Background: an optimization exercise with open tools, aiming at small area. Do not read the settings as production practice.
Function was checked by simulation only, so behaviour that the tests miss may differ from the original.
Power figures rest on the tool's default switching activity, not on a simulated workload.

==> flow/design.v <==
package lpddr5_params;
  localparam int BANK_NUMBER                      = 16;
  localparam int ROW_PER_BANK_GROUP_ADDRESS_WIDTH = 16;
  localparam int COL_WIDTH                        = 6;
  localparam int DATA_WIDTH                       = 32;
  localparam int T_RCD  = 4;
  localparam int T_RP   = 4;
  localparam int T_RAS  = 10;
  localparam int T_RC   = 14;
  localparam int T_WR   = 4;
  localparam int T_RFC  = 20;
  localparam int T_REFI = 100;
  localparam int T_CL   = 4;
  localparam int CNT_W     = 5;
  localparam int REF_AGE_W = 8;
  typedef enum logic [2:0] {
    NOP = 3'd0,
    ACT = 3'd1,
    RD  = 3'd2,
    WR  = 3'd3,
    PRE = 3'd4,
    REF = 3'd5
  } lpddr5_cmd_e;
  typedef enum logic [2:0] {
    ERR_NONE = 3'd0,
    ERR_ACT  = 3'd1,
    ERR_RD   = 3'd2,
    ERR_WR   = 3'd3,
    ERR_PRE  = 3'd4,
    ERR_REF  = 3'd5,
    ERR_BUSY = 3'd6
  } lpddr5_err_e;
endpackage
import lpddr5_params::*;
module lpddr5_bank_timer (
  input  logic       clk,
  input  logic       rst,
  input  logic       sel,     
  input  logic       act,     
  input  logic       pre,     
  input  logic       wr,      
  output logic [3:0] s
);
  logic f;
  assign f = s[0] ? (s[3] | s[2]) : (!s[3] && s[2]);
  always_ff @(posedge clk) begin
    if (rst) s <= 4'b0000;
    else begin
      s[3] <= s[2] | (sel & wr);
      s[2] <= s[1] | (sel & wr);
      s[1] <= s[0] & !(sel & wr);
      s[0] <= (f & !(sel & pre)) | (sel & (act | wr));
    end
  end
endmodule
module lpddr5_mux16 (
  input  logic [15:0] sel,
  input  logic [15:0] d,
  output logic        y
);
  logic [5:0] n;
  logic [1:0] h;
  for (genvar g = 0; g < 5; g++) begin : g_aoi
    lpddr5_aoi222 u_aoi (.a1(sel[3*g]), .a2(d[3*g]), .b1(sel[3*g+1]), .b2(d[3*g+1]),
                         .c1(sel[3*g+2]), .c2(d[3*g+2]), .y(n[g]));
  end
  lpddr5_nand2 u_n2  (.a(sel[15]), .b(d[15]), .y(n[5]));
  lpddr5_nand3 u_n3a (.a(n[0]), .b(n[1]), .c(n[2]), .y(h[0]));
  lpddr5_nand3 u_n3b (.a(n[3]), .b(n[4]), .c(n[5]), .y(h[1]));
  lpddr5_or2   u_or  (.a(h[0]), .b(h[1]), .y(y));
endmodule
module lpddr5_aoi222 (
  input  logic a1, a2, b1, b2, c1, c2,
  output logic y
);
  assign y = !((a1 && a2) || (b1 && b2) || (c1 && c2));
endmodule
module lpddr5_nand2 (
  input  logic a, b,
  output logic y
);
  assign y = !(a && b);
endmodule
module lpddr5_nand3 (
  input  logic a, b, c,
  output logic y
);
  assign y = !(a && b && c);
endmodule
module lpddr5_or2 (
  input  logic a, b,
  output logic y
);
  assign y = a || b;
endmodule
import lpddr5_params::*;
module lpddr5_device_responder #(
  parameter int BANKS = BANK_NUMBER,
  parameter int ROW_W = ROW_PER_BANK_GROUP_ADDRESS_WIDTH,
  parameter int COL_W = COL_WIDTH,
  parameter int DW    = DATA_WIDTH,
  localparam int BW   = $clog2(BANKS)
) (
  input  logic             clk,
  input  logic             rst,
  input  logic             cmd_valid,
  input  logic [2:0]       cmd,
  input  logic [BW-1:0]    cmd_bank,
  input  logic [ROW_W-1:0] cmd_row,
  input  logic [COL_W-1:0] cmd_col,
  output logic             rd_valid,
  output logic [DW-1:0]    rd_data,
  output logic             err_valid,
  output logic [2:0]       err_code,
  output logic             ref_overdue
);
  logic [3:0]       st [BANKS];
  logic [BANKS-1:0] sel, idle;
  logic [ROW_W-1:0] open_row [BANKS];
  logic [3:0] m;
  logic       m_act_ok, m_rw_ok, m_pre_ok, m_pre_eff, m_wr_load;
  for (genvar i = 0; i < 4; i++) begin : g_mmux
    logic [BANKS-1:0] col;
    for (genvar b = 0; b < BANKS; b++) begin : g_c
      assign col[b] = st[b][i];
    end
    lpddr5_mux16 u_mux (.sel(sel), .d(col), .y(m[i]));
  end
  assign m_act_ok  = (m == 4'b0000);
  assign m_pre_eff = (m == 4'b1111);
  assign m_pre_ok  = m_act_ok || m_pre_eff || m == 4'b1000 || m == 4'b1100 || m == 4'b1110;
  assign m_wr_load = m_pre_eff || m == 4'b0111 || m == 4'b1011 || m == 4'b1101 || m == 4'b0110;
  assign m_rw_ok   = m_wr_load || m == 4'b0011 || m == 4'b1001;
  logic [2:0] op;
  logic [2:0] err;
  logic       busy, go, all_idle;
  logic       act_go, rd_go, wr_go, pre_go, ref_go;
  assign op       = cmd;
  assign all_idle = &idle;
  always_comb begin
    err = ERR_NONE;
    if (cmd_valid) begin
      case (op)
        ACT:     if (!m_act_ok) err = ERR_ACT;
        RD:      if (!m_rw_ok)  err = ERR_RD;
        WR:      if (!m_rw_ok)  err = ERR_WR;
        PRE:     if (!m_pre_ok) err = ERR_PRE;
        REF:     if (!all_idle) err = ERR_REF;
        default: err = ERR_NONE;
      endcase
      if (busy && op != NOP && op != 3'd6 && op != 3'd7) err = ERR_BUSY;
    end
  end
  assign go     = cmd_valid && !busy;
  assign act_go = go && (op == ACT) && m_act_ok;
  assign rd_go  = go && (op == RD)  && m_rw_ok;
  assign wr_go  = go && (op == WR)  && m_wr_load;
  assign pre_go = go && (op == PRE) && m_pre_eff;
  assign ref_go = go && (op == REF) && all_idle;
  for (genvar b = 0; b < BANKS; b++) begin : g_bank
    assign sel[b]  = (cmd_bank == BW'(b));
    assign idle[b] = (st[b] == 4'b0000);
    lpddr5_bank_timer u_bank (
      .clk (clk),
      .rst (rst),
      .sel (sel[b]),
      .act (act_go),
      .pre (pre_go),
      .wr  (wr_go),
      .s   (st[b])
    );
    always_ff @(posedge clk) begin
      if (act_go && sel[b]) open_row[b] <= cmd_row;
    end
  end
  logic [T_CL-1:0]          pipe_v;
  logic [BW+COL_W-1:0]      pipe_d [T_CL];
  always_ff @(posedge clk) begin
    if (rst) pipe_v <= '0;
    else     pipe_v <= {pipe_v[T_CL-2:0], rd_go};
  end
  always_ff @(posedge clk) begin
    pipe_d[0] <= {cmd_bank, cmd_col};
    for (int i = 1; i < T_CL; i++) pipe_d[i] <= pipe_d[i-1];
  end
  logic [BW-1:0] out_bank;
  assign out_bank = pipe_d[T_CL-1][BW+COL_W-1:COL_W];
  assign rd_valid = pipe_v[T_CL-1];
  logic [BANKS-1:0] out_sel;
  logic [ROW_W-1:0] out_row;
  for (genvar b = 0; b < BANKS; b++) begin : g_osel
    assign out_sel[b] = (out_bank == BW'(b));
  end
  for (genvar i = 0; i < ROW_W; i++) begin : g_rmux
    logic [BANKS-1:0] col;
    for (genvar b = 0; b < BANKS; b++) begin : g_c
      assign col[b] = open_row[b][i];
    end
    lpddr5_mux16 u_mux (.sel(out_sel), .d(col), .y(out_row[i]));
  end
  assign rd_data  = DW'({out_row, pipe_d[T_CL-1]});
  logic [2:0] err_q;
  always_ff @(posedge clk) begin
    if (rst) err_q <= ERR_NONE;
    else     err_q <= err;
  end
  assign err_valid = (err_q != ERR_NONE);
  assign err_code  = err_q;
  logic [6:0] rf;
  logic       rf_fb, rfc_on;
  assign rf_fb = (rf[6] ^ rf[5]) & (rf[0] | rf[2] | rf[3] | rf[4] | rf[5]);
  always_ff @(posedge clk) begin
    if (rst || ref_go) rf <= 7'b1100100;
    else               rf <= {rf[5:0], rf_fb};
  end
  always_ff @(posedge clk) begin
    if (rst)                           rfc_on <= 1'b0;
    else if (ref_go)                   rfc_on <= 1'b1;
    else if (rf[1] && rf[4] && rf[6])  rfc_on <= 1'b0;
  end
  assign busy        = rfc_on;
  assign ref_overdue = !(rf[0] || rf[1] || rf[2] || rf[3] || rf[6]);
endmodule
clock: 5.0 ns
lec_check: 0
abc_clock_period_in_ps: 100000
cap_margin: 5
core_margin: 2
core_utilization: 60
cts_buf_list: sky130_fd_sc_hd__clkbuf_8
cts_cluster_diameter: 50
cts_cluster_size: 16
slew_margin: 5
synth_hierarchical: 1
standard.sh (not shown) runs the stock make flow with config.mk's settings and CLKGATE_MAP_FILE= SYNTH_SCRIPT=/design/flow/synth_recipe.tcl, a recipe that flattens the netlist after the stock synthesis.
==> flow/flow/run.sh <==
#!/bin/bash
# Own layout flow: the standard ORFS flow (standard.sh), with two changes:
#  - input/output ports are buffered with buf_1 instead of the delay buffer
#    buffer_ports picks by default;
#  - clock tree synthesis inserts no dummy loads.
# Everything else (synthesis, floorplan, power grid, taps, placement, routing)
# is the standard flow. Each tool's output goes to the logs under orfs/logs;
# the whole run's output is kept in flow_run.log.
set -euo pipefail
export BUFFER_PORTS_ARGS="-buffer_cell sky130_fd_sc_hd__buf_1"
export CTS_ARGS="-sink_clustering_enable -repair_clock_nets -dont_use_dummy_load -buf_list sky130_fd_sc_hd__clkbuf_4 -sink_clustering_size 10 -sink_clustering_max_diameter 35"
bash standard.sh finish > flow_run.log 2>&1
Edit:
--- a/flow/design.v
+++ b/flow/design.v
@@ -36,15 +36,17 @@
   input  logic       clk,
   input  logic       rst,
   input  logic       sel,     
   input  logic       act,     
   input  logic       pre,     
   input  logic       wr,      
-  output logic [3:0] s
+  output logic [3:0] s,
+  output logic       idle     
 );
   logic f;
+  assign idle = (s == 4'b0000);
   assign f = s[0] ? (s[3] | s[2]) : (!s[3] && s[2]);
   always_ff @(posedge clk) begin
     if (rst) s <= 4'b0000;
     else begin
       s[3] <= s[2] | (sel & wr);
       s[2] <= s[1] | (sel & wr);
@@ -89,12 +91,18 @@
 endmodule
 module lpddr5_or2 (
   input  logic a, b,
   output logic y
 );
   assign y = a || b;
+endmodule
+module lpddr5_and2 (
+  input  logic a, b,
+  output logic y
+);
+  assign y = a && b;
 endmodule
 import lpddr5_params::*;
 module lpddr5_device_responder #(
   parameter int BANKS = BANK_NUMBER,
   parameter int ROW_W = ROW_PER_BANK_GROUP_ADDRESS_WIDTH,
   parameter int COL_W = COL_WIDTH,
@@ -112,13 +120,13 @@
   output logic [DW-1:0]    rd_data,
   output logic             err_valid,
   output logic [2:0]       err_code,
   output logic             ref_overdue
 );
   logic [3:0]       st [BANKS];
-  logic [BANKS-1:0] sel, idle;
+  logic [BANKS-1:0] sel, idle, row_en;
   logic [ROW_W-1:0] open_row [BANKS];
   logic [3:0] m;
   logic       m_act_ok, m_rw_ok, m_pre_ok, m_pre_eff, m_wr_load;
   for (genvar i = 0; i < 4; i++) begin : g_mmux
     logic [BANKS-1:0] col;
     for (genvar b = 0; b < BANKS; b++) begin : g_c
@@ -156,24 +164,25 @@
   assign rd_go  = go && (op == RD)  && m_rw_ok;
   assign wr_go  = go && (op == WR)  && m_wr_load;
   assign pre_go = go && (op == PRE) && m_pre_eff;
   assign ref_go = go && (op == REF) && all_idle;
   for (genvar b = 0; b < BANKS; b++) begin : g_bank
     assign sel[b]  = (cmd_bank == BW'(b));
-    assign idle[b] = (st[b] == 4'b0000);
     lpddr5_bank_timer u_bank (
       .clk (clk),
       .rst (rst),
       .sel (sel[b]),
       .act (act_go),
       .pre (pre_go),
       .wr  (wr_go),
-      .s   (st[b])
+      .s   (st[b]),
+      .idle(idle[b])
     );
+    lpddr5_and2 u_en (.a(act_go), .b(sel[b]), .y(row_en[b]));
     always_ff @(posedge clk) begin
-      if (act_go && sel[b]) open_row[b] <= cmd_row;
+      if (row_en[b]) open_row[b] <= cmd_row;
     end
   end
   logic [T_CL-1:0]          pipe_v;
   logic [BW+COL_W-1:0]      pipe_d [T_CL];
   always_ff @(posedge clk) begin
     if (rst) pipe_v <= '0;
What happened:
- The changed run finished clean
- routed wire length decreases by 3.5%
- setup slack got worse by 0.037 ns
- fmax decreases by 0.86%
- worst hold slack improved by 0.029 ns
- via count decreases by 2.6%
- synthesized cell count decreases by 3.0%

lpddr5_device_responder with an RTL version that a note above also has.
Size in the first run: about 850 cells after synthesis, roughly 380 flip-flops, about 70 I/O pins, ~13000 um2 of cells after synthesis.
==> module lpddr5_device_responder, before the edit <==
module lpddr5_device_responder #(
  parameter int BANKS = BANK_NUMBER,
  parameter int ROW_W = ROW_PER_BANK_GROUP_ADDRESS_WIDTH,
  parameter int COL_W = COL_WIDTH,
  parameter int DW    = DATA_WIDTH,
  localparam int BW   = $clog2(BANKS)
) (
  input  logic             clk,
  input  logic             rst,
  input  logic             cmd_valid,
  input  logic [2:0]       cmd,
  input  logic [BW-1:0]    cmd_bank,
  input  logic [ROW_W-1:0] cmd_row,
  input  logic [COL_W-1:0] cmd_col,
  output logic             rd_valid,
  output logic [DW-1:0]    rd_data,
  output logic             err_valid,
  output logic [2:0]       err_code,
  output logic             ref_overdue
);
  logic [3:0]       st [BANKS];
  logic [BANKS-1:0] sel, idle, row_en;
  logic [ROW_W-1:0] open_row [BANKS];
  logic [3:0] m;
  logic       m_act_ok, m_rw_ok, m_pre_ok, m_pre_eff, m_wr_load;
  for (genvar i = 0; i < 4; i++) begin : g_mmux
    logic [BANKS-1:0] col;
    for (genvar b = 0; b < BANKS; b++) begin : g_c
      assign col[b] = st[b][i];
    end
    lpddr5_mux16 u_mux (.sel(sel), .d(col), .y(m[i]));
  end
  assign m_act_ok  = (m == 4'b0000);
  assign m_pre_eff = (m == 4'b1111);
  assign m_pre_ok  = m_act_ok || m_pre_eff || m == 4'b1000 || m == 4'b1100 || m == 4'b1110;
  assign m_wr_load = m_pre_eff || m == 4'b0111 || m == 4'b1011 || m == 4'b1101 || m == 4'b0110;
  assign m_rw_ok   = m_wr_load || m == 4'b0011 || m == 4'b1001;
  logic [2:0] op;
  logic [2:0] err;
  logic       busy, go, all_idle;
  logic       act_go, rd_go, wr_go, pre_go, ref_go;
  assign op       = cmd;
  assign all_idle = &idle;
  always_comb begin
    err = ERR_NONE;
    if (cmd_valid) begin
      case (op)
        ACT:     if (!m_act_ok) err = ERR_ACT;
        RD:      if (!m_rw_ok)  err = ERR_RD;
        WR:      if (!m_rw_ok)  err = ERR_WR;
        PRE:     if (!m_pre_ok) err = ERR_PRE;
        REF:     if (!all_idle) err = ERR_REF;
        default: err = ERR_NONE;
      endcase
      if (busy && op != NOP && op != 3'd6 && op != 3'd7) err = ERR_BUSY;
    end
  end
  assign go     = cmd_valid && !busy;
  assign act_go = go && (op == ACT) && m_act_ok;
  assign rd_go  = go && (op == RD)  && m_rw_ok;
  assign wr_go  = go && (op == WR)  && m_wr_load;
  assign pre_go = go && (op == PRE) && m_pre_eff;
  assign ref_go = go && (op == REF) && all_idle;
  for (genvar b = 0; b < BANKS; b++) begin : g_bank
    assign sel[b]  = (cmd_bank == BW'(b));
    lpddr5_bank_timer u_bank (
      .clk (clk),
      .rst (rst),
      .sel (sel[b]),
      .act (act_go),
      .pre (pre_go),
      .wr  (wr_go),
      .s   (st[b]),
      .idle(idle[b])
    );
    lpddr5_and2 u_en (.a(act_go), .b(sel[b]), .y(row_en[b]));
    always_ff @(posedge clk) begin
      if (row_en[b]) open_row[b] <= cmd_row;
    end
  end
  logic [T_CL-1:0]          pipe_v;
  logic [BW+COL_W-1:0]      pipe_d [T_CL];
  always_ff @(posedge clk) begin
    if (rst) pipe_v <= '0;
    else     pipe_v <= {pipe_v[T_CL-2:0], rd_go};
  end
  always_ff @(posedge clk) begin
    pipe_d[0] <= {cmd_bank, cmd_col};
    for (int i = 1; i < T_CL; i++) pipe_d[i] <= pipe_d[i-1];
  end
  logic [BW-1:0] out_bank;
  assign out_bank = pipe_d[T_CL-1][BW+COL_W-1:COL_W];
  assign rd_valid = pipe_v[T_CL-1];
  logic [BANKS-1:0] out_sel;
  logic [ROW_W-1:0] out_row;
  for (genvar b = 0; b < BANKS; b++) begin : g_osel
    assign out_sel[b] = (out_bank == BW'(b));
  end
  for (genvar i = 0; i < ROW_W; i++) begin : g_rmux
    logic [BANKS-1:0] col;
    for (genvar b = 0; b < BANKS; b++) begin : g_c
      assign col[b] = open_row[b][i];
    end
    lpddr5_mux16 u_mux (.sel(out_sel), .d(col), .y(out_row[i]));
  end
  assign rd_data  = DW'({out_row, pipe_d[T_CL-1]});
  logic [2:0] err_q;
  always_ff @(posedge clk) begin
    if (rst) err_q <= ERR_NONE;
    else     err_q <= err;
  end
  assign err_valid = (err_q != ERR_NONE);
  assign err_code  = err_q;
  logic [6:0] rf;
  logic       rf_fb, rfc_on;
  assign rf_fb = (rf[6] ^ rf[5]) & (rf[0] | rf[2] | rf[3] | rf[4] | rf[5]);
  always_ff @(posedge clk) begin
    if (rst || ref_go) rf <= 7'b1100100;
    else               rf <= {rf[5:0], rf_fb};
  end
  always_ff @(posedge clk) begin
    if (rst)                           rfc_on <= 1'b0;
    else if (ref_go)                   rfc_on <= 1'b1;
    else if (rf[1] && rf[4] && rf[6])  rfc_on <= 1'b0;
  end
  assign busy        = rfc_on;
  assign ref_overdue = !(rf[0] || rf[1] || rf[2] || rf[3] || rf[6]);
endmodule
export LEC_CHECK = 0
export ABC_CLOCK_PERIOD_IN_PS = 100000
export CAP_MARGIN = 5
export CORE_MARGIN = 2
export CORE_UTILIZATION = 60
export CTS_BUF_LIST = sky130_fd_sc_hd__clkbuf_8
export CTS_CLUSTER_DIAMETER = 50
export CTS_CLUSTER_SIZE = 16
export SLEW_MARGIN = 5
export SYNTH_HIERARCHICAL = 1
create_clock -name core_clock -period 5.0 [get_ports {clk}]
==> flow/flow/run.sh <==
#!/bin/bash
# Own layout flow: the standard ORFS flow (standard.sh), with two changes:
#  - input/output ports are buffered with buf_1 instead of the delay buffer
#    buffer_ports picks by default;
#  - clock tree synthesis inserts no dummy loads.
# Everything else (synthesis, floorplan, power grid, taps, placement, routing)
# is the standard flow. Each tool's output goes to the logs under orfs/logs;
# the whole run's output is kept in flow_run.log.
set -euo pipefail
export BUFFER_PORTS_ARGS="-buffer_cell sky130_fd_sc_hd__buf_1"
export CTS_ARGS="-sink_clustering_enable -repair_clock_nets -dont_use_dummy_load -buf_list sky130_fd_sc_hd__clkbuf_4 -sink_clustering_size 10 -sink_clustering_max_diameter 45"
bash standard.sh finish > flow_run.log 2>&1
Rerun with:
--- a/flow/design.v
+++ b/flow/design.v
@@ -195,12 +195,17 @@
   logic [BW-1:0] out_bank;
   assign out_bank = pipe_d[T_CL-1][BW+COL_W-1:COL_W];
   assign rd_valid = pipe_v[T_CL-1];
   logic [BANKS-1:0] out_sel;
   logic [ROW_W-1:0] out_row;
+  logic [3:0] out_lo, out_hi;
+  for (genvar i = 0; i < 4; i++) begin : g_opre
+    assign out_lo[i] = (out_bank[1:0] == 2'(i));
+    assign out_hi[i] = (out_bank[3:2] == 2'(i));
+  end
   for (genvar b = 0; b < BANKS; b++) begin : g_osel
-    assign out_sel[b] = (out_bank == BW'(b));
+    lpddr5_and2 u_osel (.a(out_hi[b/4]), .b(out_lo[b%4]), .y(out_sel[b]));
   end
   for (genvar i = 0; i < ROW_W; i++) begin : g_rmux
     logic [BANKS-1:0] col;
     for (genvar b = 0; b < BANKS; b++) begin : g_c
       assign col[b] = open_row[b][i];
=> The new run completed with no timing, DRC or antenna violations; maximum frequency rises by 5.8%; global-route usage falls by 1.0 points; sequential power barely changes; cell area is about the same; area after synthesis rises by 0.64%; sequential share of layout area stays flat; via count barely changes; setup slack gains 0.24 ns; core utilization falls by 0.22 points; final cell count hardly moves; non-clock buffer count falls by 4.

port drivers added, routing unchanged:
No port has a modelled driver above. Below, the same layouts with a new extraction and two added sets of constraints. Step 1 assumes that a clkbuf_16 drives the clock port and a buf_2 every other input. Step 2 moves the port delays by t, midway between the first and last clock arrival at a register: inputs arrive t later, outputs are due t later. That takes back most of the time a late clock gives input paths. a / b / c = ideal ports / drivers / drivers and shift; a / b = the first two.
run | t (ns) | setup WS [ns] | hold WS [ns] | slew at the worst register clock pin (ns)
the first run of note 1 | 0.694 | 0.742 / 0.704 / 0.100 | 0.302 / 0.302 / 0.302 | 0.11 / 0.11
the second run of note 1 | 0.678 | 0.706 / 0.662 / 0.503 | 0.331 / 0.331 / 0.331 | 0.10 / 0.10
the first run of note 2 | 0.683 | 0.709 / 0.665 / 0.496 | 0.334 / 0.334 / 0.334 | 0.11 / 0.11
the second run of note 2 | 0.696 | 0.944 / 0.903 / 0.413 | 0.326 / 0.326 / 0.326 | 0.11 / 0.11
After both steps setup and hold are still met in every run listed. For the first run of note 1, which loses most, drivers alone change the setup slack by -0.038 ns; drivers and shift together by -0.642 ns.
